From an optimization exercise on the open Yosys and OpenROAD flow, aimed at small area and a short achievable clock period; shortcuts taken in it are not production practice.
At most, simulation tests tie the RTL to the original design; equivalence was not proved.
Power and IR drop assume default switching activity.

==> module portalChannelFifo, before the edit <==
module portalChannelFifo #(
    parameter int WIDTH = 32
) (
    input  logic             CLK,
    input  logic             RST_N,
    input  logic [WIDTH-1:0] enqData,
    input  logic             enq,
    input  logic             deq,
    output logic [WIDTH-1:0] first,
    output logic             notEmpty,
    output logic             notFull
);
    logic [WIDTH-1:0] head;
    logic [WIDTH-1:0] buffer [7];
    logic [7:0]       occ;       
    logic             doEnq, doDeq, up, dn;
    logic             headLoad, headFromIn, bufShift;
    logic [6:0]       rdSel;
    logic [WIDTH-1:0] headNext;
    assign notEmpty = occ[0];
    assign notFull  = !occ[7];
    assign first    = head;
    assign doEnq = enq && !occ[7];
    assign doDeq = deq && occ[0];
    assign up    = doEnq && !doDeq;
    assign dn    = doDeq && !doEnq;
    assign headFromIn = !occ[1] && (!occ[0] || deq);
    assign headLoad   = (doEnq && headFromIn) || (doDeq && occ[1]);
    assign bufShift   = doEnq && !headFromIn;
    for (genvar k = 0; k < 6; k++) begin : gSel
        assign rdSel[k] = occ[k+1] && !occ[k+2];
    end
    assign rdSel[6] = occ[7];
    always_comb begin
        headNext = occ[1] ? '0 : enqData;
        for (int k = 0; k < 7; k++)
            headNext = headNext | (buffer[k] & {WIDTH{rdSel[k]}});
    end
    always_ff @(posedge CLK) begin
        if (headLoad) head <= headNext;
        if (bufShift) begin
            buffer[0] <= enqData;
            for (int k = 1; k < 7; k++) buffer[k] <= buffer[k-1];
        end
    end
    always_ff @(posedge CLK or negedge RST_N) begin
        if (!RST_N)
            occ <= '0;
        else if (up)
            occ <= {occ[6:0], 1'b1};
        else if (dn)
            occ <= {1'b0, occ[7:1]};
    end
endmodule
make LEC_CHECK=0 CAP_MARGIN=20 CORE_MARGIN=2 CORE_UTILIZATION=40 PLACE_DENSITY=0.6 SETUP_SLACK_MARGIN=2.0 SLEW_MARGIN=20 finish   # period 4.2 ns
run.sh (not shown) runs the stock make flow with config.mk's settings and CLKGATE_MAP_FILE= SYNTH_SCRIPT=/design/flow/synth_recipe.tcl, a recipe that flattens the netlist after the stock synthesis.
==> next run, changes <==
--- a/flow/design.v
+++ b/flow/design.v
@@ -11,27 +11,29 @@
     output logic             notFull
 );
     logic [WIDTH-1:0] head;
     logic [WIDTH-1:0] buffer [7];
-    logic [7:0]       occ;       
+    logic [6:0]       occ;       
+    logic             nf;        
     logic             doEnq, doDeq, up, dn;
     logic             headLoad, headFromIn, bufShift;
     logic [6:0]       rdSel;
     logic [WIDTH-1:0] headNext;
     assign notEmpty = occ[0];
-    assign notFull  = !occ[7];
+    assign notFull  = nf;
     assign first    = head;
-    assign doEnq = enq && !occ[7];
+    assign doEnq = enq && nf;
     assign doDeq = deq && occ[0];
     assign up    = doEnq && !doDeq;
     assign dn    = doDeq && !doEnq;
     assign headFromIn = !occ[1] && (!occ[0] || deq);
     assign headLoad   = (doEnq && headFromIn) || (doDeq && occ[1]);
     assign bufShift   = doEnq && !headFromIn;
-    for (genvar k = 0; k < 6; k++) begin : gSel
+    for (genvar k = 0; k < 5; k++) begin : gSel
         assign rdSel[k] = occ[k+1] && !occ[k+2];
     end
-    assign rdSel[6] = occ[7];
+    assign rdSel[5] = occ[6] && nf;
+    assign rdSel[6] = !nf;
     always_comb begin
         headNext = occ[1] ? '0 : enqData;
         for (int k = 0; k < 7; k++)
             headNext = headNext | (buffer[k] & {WIDTH{rdSel[k]}});
@@ -43,14 +45,18 @@
             for (int k = 1; k < 7; k++) buffer[k] <= buffer[k-1];
         end
     end
     always_ff @(posedge CLK or negedge RST_N) begin
-        if (!RST_N)
+        if (!RST_N) begin
             occ <= '0;
-        else if (up)
-            occ <= {occ[6:0], 1'b1};
-        else if (dn)
-            occ <= {1'b0, occ[7:1]};
+            nf  <= 1'b1;
+        end else if (up) begin
+            occ <= {occ[5:0], 1'b1};
+            nf  <= !occ[6];
+        end else if (dn) begin
+            occ <= {!nf, occ[6:1]};
+            nf  <= 1'b1;
+        end
     end
 endmodule
 module portal_channel_mux #(
     parameter int WIDTH = 32,
Outcome:
- design area went up by 2.6%
- die area stays the same
- cell count went up by 1.8%
- register-to-register slack is worse by 0.43 ns
- clock skew went down by 0.017 ns
- power went up by 0.44%
- combinational power went down by about 3%
- clock-buffer cell count went up by 16
- routed wire length went up by 1.8%
- synthesized cell count stays flat
- non-clock buffer count went up by 74
No run of this note included a check of the RTL's function; only the layout flow was run.


The RTL this note starts from:
==> flow/design.v <==
module pcmNand2 (
    input  logic a, b,
    output logic y
);
    assign y = !(a && b);
endmodule
module pcmAnd3 (
    input  logic a, b, c,
    output logic y
);
    assign y = a && b && c;
endmodule
module pcmAnd4 (
    input  logic a, b, c, d,
    output logic y
);
    assign y = a && b && c && d;
endmodule
module pcmAo22 (
    input  logic a1, a2, b1, b2,
    output logic y
);
    assign y = (a1 && a2) || (b1 && b2);
endmodule
module pcmMux2 (
    input  logic a0, a1, s,
    output logic y
);
    assign y = s ? a1 : a0;
endmodule
module pcmAo22Hold (
    input  logic a1, a2, b1, b2,
    output logic y
);
    assign y = (a1 && a2) || (b1 && b2);
endmodule
module pcmAoi222 (
    input  logic a1, a2, b1, b2, c1, c2,
    output logic y
);
    assign y = !((a1 && a2) || (b1 && b2) || (c1 && c2));
endmodule
module pcmNand3 (
    input  logic a, b, c,
    output logic y
);
    assign y = !(a && b && c);
endmodule
module portalChannelFifo #(
    parameter int WIDTH = 32,
    parameter bit INV   = 1'b0    
) (
    input  logic             CLK,
    input  logic             RST_N,
    input  logic [WIDTH-1:0] enqData,
    input  logic             enq,
    input  logic             deq,
    output logic [WIDTH-1:0] first,
    output logic             notEmpty,
    output logic             notFull,
    output logic             full
);
    logic [WIDTH-1:0] head, headNext, inData;
    logic [WIDTH-1:0] buffer  [7];
    logic [WIDTH-1:0] bufNext [7];
    logic [7:0]       occ;
    logic             doEnq, doDeq, up, dn;
    logic             headLoad, headFromIn, bufShift, bufHold;
    logic [6:0]       rdSel;
    logic [8:0]       hSel;      
    assign notEmpty = occ[0];
    assign notFull  = !occ[7];
    assign full     = occ[7];
    assign first    = head;
    assign inData   = INV ? ~enqData : enqData;
    assign doEnq = enq && !occ[7];
    assign doDeq = deq && occ[0];
    assign up    = doEnq && !doDeq;
    assign dn    = doDeq && !doEnq;
    assign headFromIn = !occ[1] && (!occ[0] || deq);
    assign headLoad   = (doEnq && headFromIn) || (doDeq && occ[1]);
    assign bufShift   = doEnq && !headFromIn;
    assign bufHold    = !bufShift;
    for (genvar k = 0; k < 6; k++) begin : gSel
        assign rdSel[k] = occ[k+1] && !occ[k+2];
    end
    assign rdSel[6] = occ[7];
    for (genvar k = 0; k < 7; k++) begin : gHSel
        assign hSel[k] = deq && rdSel[k];
    end
    assign hSel[7] = enq && !occ[1] && (!occ[0] || deq);
    assign hSel[8] = !headLoad;
    for (genvar b = 0; b < WIDTH; b++) begin : gBit
        logic [2:0] t;
        pcmAoi222 uT0 (
            .a1(hSel[0]), .a2(buffer[0][b]), .b1(hSel[1]), .b2(buffer[1][b]),
            .c1(hSel[2]), .c2(buffer[2][b]), .y(t[0])
        );
        pcmAoi222 uT1 (
            .a1(hSel[3]), .a2(buffer[3][b]), .b1(hSel[4]), .b2(buffer[4][b]),
            .c1(hSel[5]), .c2(buffer[5][b]), .y(t[1])
        );
        pcmAoi222 uT2 (
            .a1(hSel[6]), .a2(buffer[6][b]), .b1(hSel[7]), .b2(inData[b]),
            .c1(hSel[8]), .c2(head[b]), .y(t[2])
        );
        pcmNand3 uHead (.a(t[0]), .b(t[1]), .c(t[2]), .y(headNext[b]));
        for (genvar k = 0; k < 7; k++) begin : gBuf
            pcmAo22Hold uHold (
                .a1(bufShift), .a2(k == 0 ? inData[b] : buffer[k-1][b]),
                .b1(bufHold),  .b2(buffer[k][b]),
                .y (bufNext[k][b])
            );
        end
    end
    always_ff @(posedge CLK) begin
        head <= headNext;
        for (int k = 0; k < 7; k++) buffer[k] <= bufNext[k];
    end
    always_ff @(posedge CLK or negedge RST_N) begin
        if (!RST_N)
            occ <= '0;
        else if (up)
            occ <= {occ[6:0], 1'b1};
        else if (dn)
            occ <= {1'b0, occ[7:1]};
    end
endmodule
module portal_channel_mux #(
    parameter int WIDTH = 32,
    parameter int NREQ  = 3,
    parameter int NIND  = 2,
    parameter int DEPTH = 8,
    parameter int SELW  = 2
) (
    input  logic                  CLK,
    input  logic                  RST_N,
    input  logic [WIDTH-1:0]      request_v,
    input  logic                  EN_request,
    input  logic [SELW-1:0]       select_request,
    output logic                  RDY_request,
    output logic                  request_not_full,
    output logic [WIDTH-1:0]      indication_data,
    input  logic                  EN_indication,
    input  logic [SELW-1:0]       select_indication,
    output logic                  RDY_indication,
    output logic                  indication_not_empty,
    input  logic [NIND-1:0]       ind_intr_mask,
    output logic [31:0]           ind_intr_channel,
    output logic [15:0]           drop_count,
    output logic [NREQ*WIDTH-1:0] req_first,
    output logic [NREQ-1:0]       req_valid,
    input  logic [NREQ-1:0]       req_deq,
    input  logic [NIND*WIDTH-1:0] ind_enq_v,
    input  logic [NIND-1:0]       ind_enq,
    output logic [NIND-1:0]       ind_not_full
);
    logic [NREQ-1:0][WIDTH-1:0] reqFirst;
    logic [NREQ-1:0]            reqNotEmpty, reqNotFull, reqFull, reqEnq;
    logic [NIND-1:0][WIDTH-1:0] indFirst;
    logic [NIND-1:0]            indNotEmpty, indNotFull, indDeq;
    logic        reqDrop;
    logic        indSelNotEmpty, indDrop;
    logic [15:0] dropCount;
    logic [1:0]  intrChannel;
    for (genvar i = 0; i < NREQ; i++) begin : gReq
        portalChannelFifo #(.WIDTH(WIDTH)) uFifo (
            .CLK      (CLK),
            .RST_N    (RST_N),
            .enqData  (request_v),
            .enq      (reqEnq[i]),
            .deq      (req_deq[i]),
            .first    (reqFirst[i]),
            .notEmpty (reqNotEmpty[i]),
            .notFull  (reqNotFull[i]),
            .full     (reqFull[i])
        );
        assign reqEnq[i] = EN_request && (select_request == SELW'(i));
    end
    for (genvar i = 0; i < NIND; i++) begin : gInd
        portalChannelFifo #(.WIDTH(WIDTH)) uFifo (
            .CLK      (CLK),
            .RST_N    (RST_N),
            .enqData  (ind_enq_v[i*WIDTH +: WIDTH]),
            .enq      (ind_enq[i]),
            .deq      (indDeq[i]),
            .first    (indFirst[i]),
            .notEmpty (indNotEmpty[i]),
            .notFull  (indNotFull[i]),
            .full     ()
        );
        assign indDeq[i] = EN_indication && (select_indication == SELW'(i));
    end
    assign req_first    = reqFirst;
    assign req_valid    = reqNotEmpty;
    assign ind_not_full = indNotFull;
    logic [2:0] reqDec;
    logic       reqNotSink;
    assign reqDec[0]  = !select_request[1] && !select_request[0];
    assign reqDec[1]  = !select_request[1] &&  select_request[0];
    assign reqDec[2]  =  select_request[1] && !select_request[0];
    assign reqNotSink = !(select_request[1] && select_request[0]);
    logic [2:0] reqHold;
    for (genvar i = 0; i < NREQ; i++) begin : gReqHold
        pcmNand2 uHold (.a(reqDec[i]), .b(reqFull[i]), .y(reqHold[i]));
    end
    pcmAnd3 uRdyReq (.a(reqHold[0]), .b(reqHold[1]), .c(reqHold[2]), .y(RDY_request));
    pcmAnd4 uReqNotFull (
        .a(reqHold[0]), .b(reqHold[1]), .c(reqHold[2]), .d(reqNotSink),
        .y(request_not_full)
    );
    assign reqDrop = EN_request && !request_not_full;
    logic [1:0] indDec;
    assign indDec[0] = !select_indication[1] && !select_indication[0];
    assign indDec[1] = !select_indication[1] &&  select_indication[0];
    pcmAo22 uRdyInd (
        .a1(indDec[0]), .a2(indNotEmpty[0]),
        .b1(indDec[1]), .b2(indNotEmpty[1]),
        .y (indSelNotEmpty)
    );
    for (genvar b = 0; b < WIDTH; b++) begin : gIndData
        pcmMux2 uData (
            .a0(indFirst[0][b]), .a1(indFirst[1][b]), .s(select_indication[0]),
            .y (indication_data[b])
        );
    end
    assign RDY_indication       = indSelNotEmpty;
    assign indication_not_empty = indSelNotEmpty;
    assign indDrop              = EN_indication && !indSelNotEmpty;
    always_ff @(posedge CLK or negedge RST_N) begin
        if (!RST_N)
            dropCount <= '0;
        else if ((reqDrop || indDrop) && (dropCount != 16'hFFFF))
            dropCount <= dropCount + 16'd1;
    end
    assign drop_count = dropCount;
    always_ff @(posedge CLK or negedge RST_N) begin
        if (!RST_N) begin
            intrChannel <= '0;
        end else begin
            intrChannel[0] <= indNotEmpty[0] && ind_intr_mask[0];
            intrChannel[1] <= !(indNotEmpty[0] && ind_intr_mask[0]) &&
                              indNotEmpty[1] && ind_intr_mask[1];
        end
    end
    assign ind_intr_channel = {30'd0, intrChannel};
endmodule
export LEC_CHECK = 0
export CAP_MARGIN = 20
export CORE_MARGIN = 2
export CORE_UTILIZATION = 55
export CTS_CLUSTER_DIAMETER = 80
export CTS_CLUSTER_SIZE = 28
export PLACE_DENSITY = 0.68
export SETUP_SLACK_MARGIN = 1.7
export SLEW_MARGIN = 20
export SYNTH_HIERARCHICAL = 1
export SYNTH_MINIMUM_KEEP_SIZE = 0
create_clock -name core_clock -period 4.2 [get_ports {CLK}]
standard.sh (not shown) runs the stock make flow with config.mk's settings and CLKGATE_MAP_FILE= SYNTH_SCRIPT=/design/flow/synth_recipe.tcl, a recipe that flattens the netlist after the stock synthesis.
==> flow/flow/run.sh <==
#!/bin/bash
# Standard ORFS layout (the standard.sh) with two changes:
#  - port buffers are plain buf_1 cells instead of the resizer's default pick;
#  - CTS inserts no dummy balancing loads.
# Each ORFS step writes its full log under orfs/logs; make's own output goes to standard.log.
export BUFFER_PORTS_ARGS="-buffer_cell sky130_fd_sc_hd__buf_1"
export CTS_ARGS="-sink_clustering_enable -repair_clock_nets -sink_clustering_size 28 -sink_clustering_max_diameter 80 -dont_use_dummy_load"
bash standard.sh > standard.log 2>&1
Change:
--- a/flow/design.v
+++ b/flow/design.v
@@ -21,13 +21,13 @@
     output logic y
 );
     assign y = (a1 && a2) || (b1 && b2);
 endmodule
-module pcmMux2 (
-    input  logic a0, a1, s,
-    output logic y
-);
-    assign y = s ? a1 : a0;
+module pcmNand2b (
+    input  logic a_n, b,
+    output logic y
+);
+    assign y = !(!a_n && b);
 endmodule
 module pcmAo22Hold (
     input  logic a1, a2, b1, b2,
     output logic y
@@ -218,12 +218,12 @@
         .b1(indDec[1]), .b2(indNotEmpty[1]),
         .y (indSelNotEmpty)
     );
     for (genvar b = 0; b < WIDTH; b++) begin : gIndData
-        pcmMux2 uData (
-            .a0(indFirst[0][b]), .a1(indFirst[1][b]), .s(select_indication[0]),
-            .y (indication_data[b])
-        );
+        logic [1:0] pick;
+        pcmNand2b uPick0 (.a_n(select_indication[0]), .b(indFirst[0][b]), .y(pick[0]));
+        pcmNand2  uPick1 (.a(select_indication[0]),   .b(indFirst[1][b]), .y(pick[1]));
+        pcmNand2  uData  (.a(pick[0]), .b(pick[1]), .y(indication_data[b]));
     end
     assign RDY_indication       = indSelNotEmpty;
     assign indication_not_empty = indSelNotEmpty;
     assign indDrop              = EN_indication && !indSelNotEmpty;
Effect: Final area grows by 0.53%; register-to-register slack loses 0.04 ns; wire length grows by 0.41%; die area stays flat; clock skew shrinks by 0.026 ns; via count grows by 0.58%; total power barely changes; critical path depth grows by 2; worst hold slack loses 0.034 ns; cell count grows by 1.5%.
Function not checked in the second run of this note: the RTL went through the layout flow alone.

-- afterwards: timing with drivers on the ports --
No port has a modelled driver above. Below, the same layouts with a new extraction and two added sets of constraints.
Step 1, drivers: a clkbuf_16 drives CLK and a buf_2 each remaining input, both assumed.
Step 2 times the ports against the registers' clock, not the clock port: input delays grow and output delays shrink by t, the midpoint of the rising clock arrivals with the driver on.
a / b / c = ideal ports / drivers / drivers and shift; a / b = the first two.
run | t, ns | slack for setup (ns) | worst setup path at the end
the first run of note 1 | 0.816 | 1.401 / 1.336 / 1.162 | input to register
the second run of note 1 | 0.814 | 1.416 / 1.391 / 1.173 | input to register
the first run of note 2 | 0.695 | 1.735 / 1.592 / 1.130 | input to register
the second run of note 2 | 0.706 | 1.681 / 1.561 / 1.099 | input to register
After both steps setup and hold are still met in every run listed. For the first run of note 2, which loses most, drivers alone change the setup slack by -0.143 ns; drivers and shift together by -0.605 ns.
